Source: an optimization exercise on an open RTL-to-GDS flow (aim: small area, a short achievable clock period and few clock cycles per item). Production flows keep margins and buffers that such runs may drop. The RTL was checked by simulation tests, not by an equivalence proof against the original design.

Design redmean_palette_quantizer, start of the top module:
module redmean_palette_quantizer #(
    parameter int PALETTE_ENTRIES = 8
)
(
    input  logic        clk,
    input  logic        rst_n,
    input  logic        in_valid,
    output logic        in_stall,
    input  logic [7:0]  red,
    input  logic [7:0]  green,
    input  logic [7:0]  blue,
    output logic        out_valid,
    input  logic        out_stall,
    output logic [2:0]  best_index,
    input  logic        cfg_valid,
    output logic        cfg_ready,
    input  logic [2:0]  cfg_index,
    input  logic [47:0] cfg_data
);
    localparam int DIST_W = 20;
    localparam int PIPE_STAGES = 4;
    localparam int MAX_FLIGHT = PIPE_STAGES + 2;
    localparam int QUEUE_LEN  = MAX_FLIGHT;
    logic [PALETTE_ENTRIES*24-1:0]     entry;
    logic [7:0]                        live_mask;
    logic [PALETTE_ENTRIES*DIST_W-1:0] dist_lane;
    logic [8*DIST_W-1:0]               dist_all;
    logic                   accept, take;
    logic [PIPE_STAGES-1:0] valid_reg;
    logic [2:0]             flight, flight_next;
    logic                   stall_reg;
    logic [2:0]             result;
    logic                   result_valid;
    logic [2:0]             q_idx [QUEUE_LEN];
    logic [QUEUE_LEN-1:0]   q_valid;
    logic [QUEUE_LEN:0]     shifted_valid;
    logic [QUEUE_LEN-1:0]   join_at;
    assign cfg_ready = 1'b1;
    assign accept     = in_valid && !stall_reg;
    assign take       = q_valid[0] && !out_stall;
    assign in_stall   = stall_reg;
    assign out_valid  = q_valid[0];
    assign best_index = q_idx[0];
    always_comb
    begin
        flight_next = flight;
        if (accept && !take)
        begin
            flight_next = flight + 3'd1;
        end
        else if (take && !accept)
        begin
            flight_next = flight - 3'd1;
        end
    end
    always_ff @(posedge clk or negedge rst_n)
    begin
        if (!rst_n)
        begin
            valid_reg <= '0;
            flight    <= '0;
            stall_reg <= 1'b0;
        end
        else
        begin
            valid_reg <= {valid_reg[PIPE_STAGES-2:0], accept};
            flight    <= flight_next;
            stall_reg <= (flight_next >= 3'(MAX_FLIGHT));
        end
    end
    rpq_palette_regs #(
  ...
Settings: LEC_CHECK=0, ABC_AREA=1, CAP_MARGIN=20, CORE_MARGIN=2, CORE_UTILIZATION=40, SETUP_SLACK_MARGIN=3.45, SLEW_MARGIN=20; clock period 7.0 ns.
standard.sh (not shown) runs the stock make flow with config.mk's settings and CLKGATE_MAP_FILE= SYNTH_SCRIPT=/design/flow/synth_recipe.tcl, a recipe that flattens the netlist after the stock synthesis.
==> flow/flow/run.sh <==
#!/bin/bash
# Layout flow: the standard synthesis, then full adders' polarities are
# chosen to remove inverters between adders (flow/fa_polarity.py), then
# the standard layout from floorplan on. Each tool's output goes to a log
# file of its own in this folder.
set -euo pipefail
R=orfs/results/${FLOW_PLATFORM}/redmean_palette_quantizer/base
bash standard.sh "$PWD/$R/1_2_yosys.v" > flow_1_synth.log 2>&1
cp "$R/1_2_yosys.v" "$R/1_2_yosys.standard.v"
python3 flow/fa_polarity.py "$R/1_2_yosys.standard.v" "$R/1_2_yosys.v" > flow_2_fa_polarity.log 2>&1
bash standard.sh finish > flow_3_layout.log 2>&1
Other scripts of this flow, unchanged in this note and not shown: flow/flow/fa_polarity.py
The first run completed with no timing, DRC or antenna violations.
Testbench counts at the start, summed over its fixed seeds: cycles 8,232, items 8,192.
Change:
SETUP_SLACK_MARGIN = 3.6   (was 3.45)
=>
- The changed run ran to the end with no violations
- via count went up by 1.7%
- synthesized area is unchanged
- worst setup slack barely changes
- clock-buffer cell count went up by 11
- final area went up by 2.0%
- final cell count went up by 0.77%
- hold slack is about the same
Change:
CORE_UTILIZATION = 55   (was 40)
SETUP_SLACK_MARGIN = 3.3   (was 3.6)
Outcome: Utilization goes up by 15 points. Non-clock buffer count drops by 215. Global-route usage climbs by 8.7 points. Cell area drops by 4.0%. Setup slack loses 0.14 ns. Die area went down by 27%. Flip-flop and latch count stays the same. Maximum frequency came out lower by 3.7%. Hold slack gets better by 0.0080 ns.
Change:
CORE_UTILIZATION = 40   (was 55)
What happened: The new run completed without violations; register-to-register slack stays flat; count of clock-buffer cells in the layout went up by 2; via count drops by about 2.3%; clock skew is higher by 0.041 ns; setup slack stays flat; cell area rises by 1.1%; sequential share of layout area came out lower by 0.24 points; maximum frequency barely changes.


redmean_palette_quantizer again, from the RTL that the note above started with.
Settings: LEC_CHECK=0, CAP_MARGIN=20, CORE_MARGIN=2, CORE_UTILIZATION=55, SETUP_SLACK_MARGIN=3.3, SLEW_MARGIN=20; clock period 7.0 ns.
run.sh (not shown) runs the stock make flow with config.mk's settings and CLKGATE_MAP_FILE= SYNTH_SCRIPT=/design/flow/synth_recipe.tcl, a recipe that flattens the netlist after the stock synthesis.
Stock flow here: none of the scripts above is used.
Testbench counts at the start, summed over its fixed seeds: cycles 8,232, items 8,192.
==> next run, changes <==
CORE_UTILIZATION = 40   (was 55)
CTS_BUF_LIST = sky130_fd_sc_hd__clkbuf_4 sky130_fd_sc_hd__clkbuf_8   (was not set)
=>
- worst hold slack degrades by 0.057 ns
- die area went up by 37%
- wire length went down by 2.6%
- worst setup slack degrades by 0.0038 ns
- clock-buffer cell count went up by 132
- register-to-register slack stays flat
- non-clock buffer count went down by 36
- synthesized cell count stays the same
==> next run, changes <==
ABC_AREA = 1   (was not set)
CTS_BUF_LIST = not set   (was sky130_fd_sc_hd__clkbuf_4 sky130_fd_sc_hd__clkbuf_8)
The new run produced a clean layout. Final cell count is higher by roughly a tenth. Sequential share of layout area stays flat. Synthesized area is higher slightly. Via count is higher by roughly a tenth. Global-route usage is higher by 0.49 points. Clock skew is lower by 0.014 ns. Routed wire length is higher by a few percent. Cell area is lower slightly. Count of clock-buffer cells in the layout is lower by 130.
==> next run, changes <==
ABC_AREA = not set   (was 1)
CAP_MARGIN = 5   (was 20)
SLEW_MARGIN = 5   (was 20)
Wire length goes down by about 5%.
Setup slack gets worse by 0.039 ns.
Die area goes down by 1.8%.
Hold slack gets better by 0.0050 ns.
Clock skew goes down by 0.033 ns.
Core utilization goes up by 0.95 points.
Flip-flop and latch count is unchanged.
Cell count goes down by 13%.


## lane 5
redmean_palette_quantizer again, from the RTL that the note above started with.
export LEC_CHECK = 0
export CAP_MARGIN = 20
export CORE_MARGIN = 2
export CORE_UTILIZATION = 40
export SETUP_SLACK_MARGIN = 3.5
export SLEW_MARGIN = 20
create_clock -name core_clock -period 7.0 [get_ports {clk}]
Testbench counts of lane 5, summed over its fixed seeds: cycles 8,232, items 8,192.
What lane 4 does differently from lane 5 at the input level:
Settings: SETUP_SLACK_MARGIN now 3.3, was 3.5.
[summary]
- Summary — worst hold slack, lane 4 relative to lane 5: higher, by 0.0053 ns.
- Largest stage delay on the critical path of lane 4 is on par with lane 5.
- Clock insertion delay at the later pin of the skew report up 0.02 ns in lane 4 wrt lane 5
- Lane 4 vs lane 5 — count of nets after finishing dropped slightly

==> port drivers added, routing unchanged <==
No port has a modelled driver above. Below, the same layouts with a new extraction and two added sets of constraints. Step 1 assumes that a clkbuf_16 drives the clock port and a buf_2 every other input. Step 2 moves the port delays by t, midway between the first and last clock arrival at a register: inputs arrive t later, outputs are due t later. That takes back most of the time a late clock gives input paths. Three values: ideal ports, drivers, drivers and shift; two values: the first two.
run | t (ns) | setup slack, ns | worst setup path at the end | latest minus earliest clock arrival (ns) | worst data-port slew with drivers (ns)
the first run of note 1 | 0.930 | 3.512 / 3.512 / 2.854 | input to register | 0.054 / 0.054 | 0.08
the second run of note 1 | 0.924 | 3.510 / 3.510 / 2.893 | input to register | 0.139 / 0.139 | 0.06
the third run of note 1 | 0.910 | 3.375 / 3.375 / 2.608 | input to register | 0.066 / 0.067 | 0.22
the fourth run of note 1 | 0.940 | 3.373 / 3.373 / 2.773 | input to register | 0.113 / 0.113 | 0.07
the first run of note 2 | 0.924 | 3.327 / 3.327 / 2.698 | input to register | 0.041 / 0.041 | 0.15
the second run of note 2 | 1.059 | 3.323 / 3.323 / 2.448 | input to register | 0.099 / 0.099 | 0.29
the third run of note 2 | 0.916 | 3.353 / 3.353 / 2.686 | input to register | 0.087 / 0.087 | 0.17
the fourth run of note 2 | 0.911 | 3.314 / 3.314 / 2.780 | input to register | 0.054 / 0.054 | 0.32
lane 5 | 0.899 | 3.379 / 3.379 / 2.779 | input to register | 0.037 / 0.037 | 0.27
lane 4 | 0.911 | 3.314 / 3.314 / 2.780 | input to register | 0.054 / 0.054 | 0.32
After both steps every run listed still meets setup and hold. For the second run of note 2, which loses most, drivers alone change the setup slack by 0.000 ns; drivers and shift together by -0.875 ns.
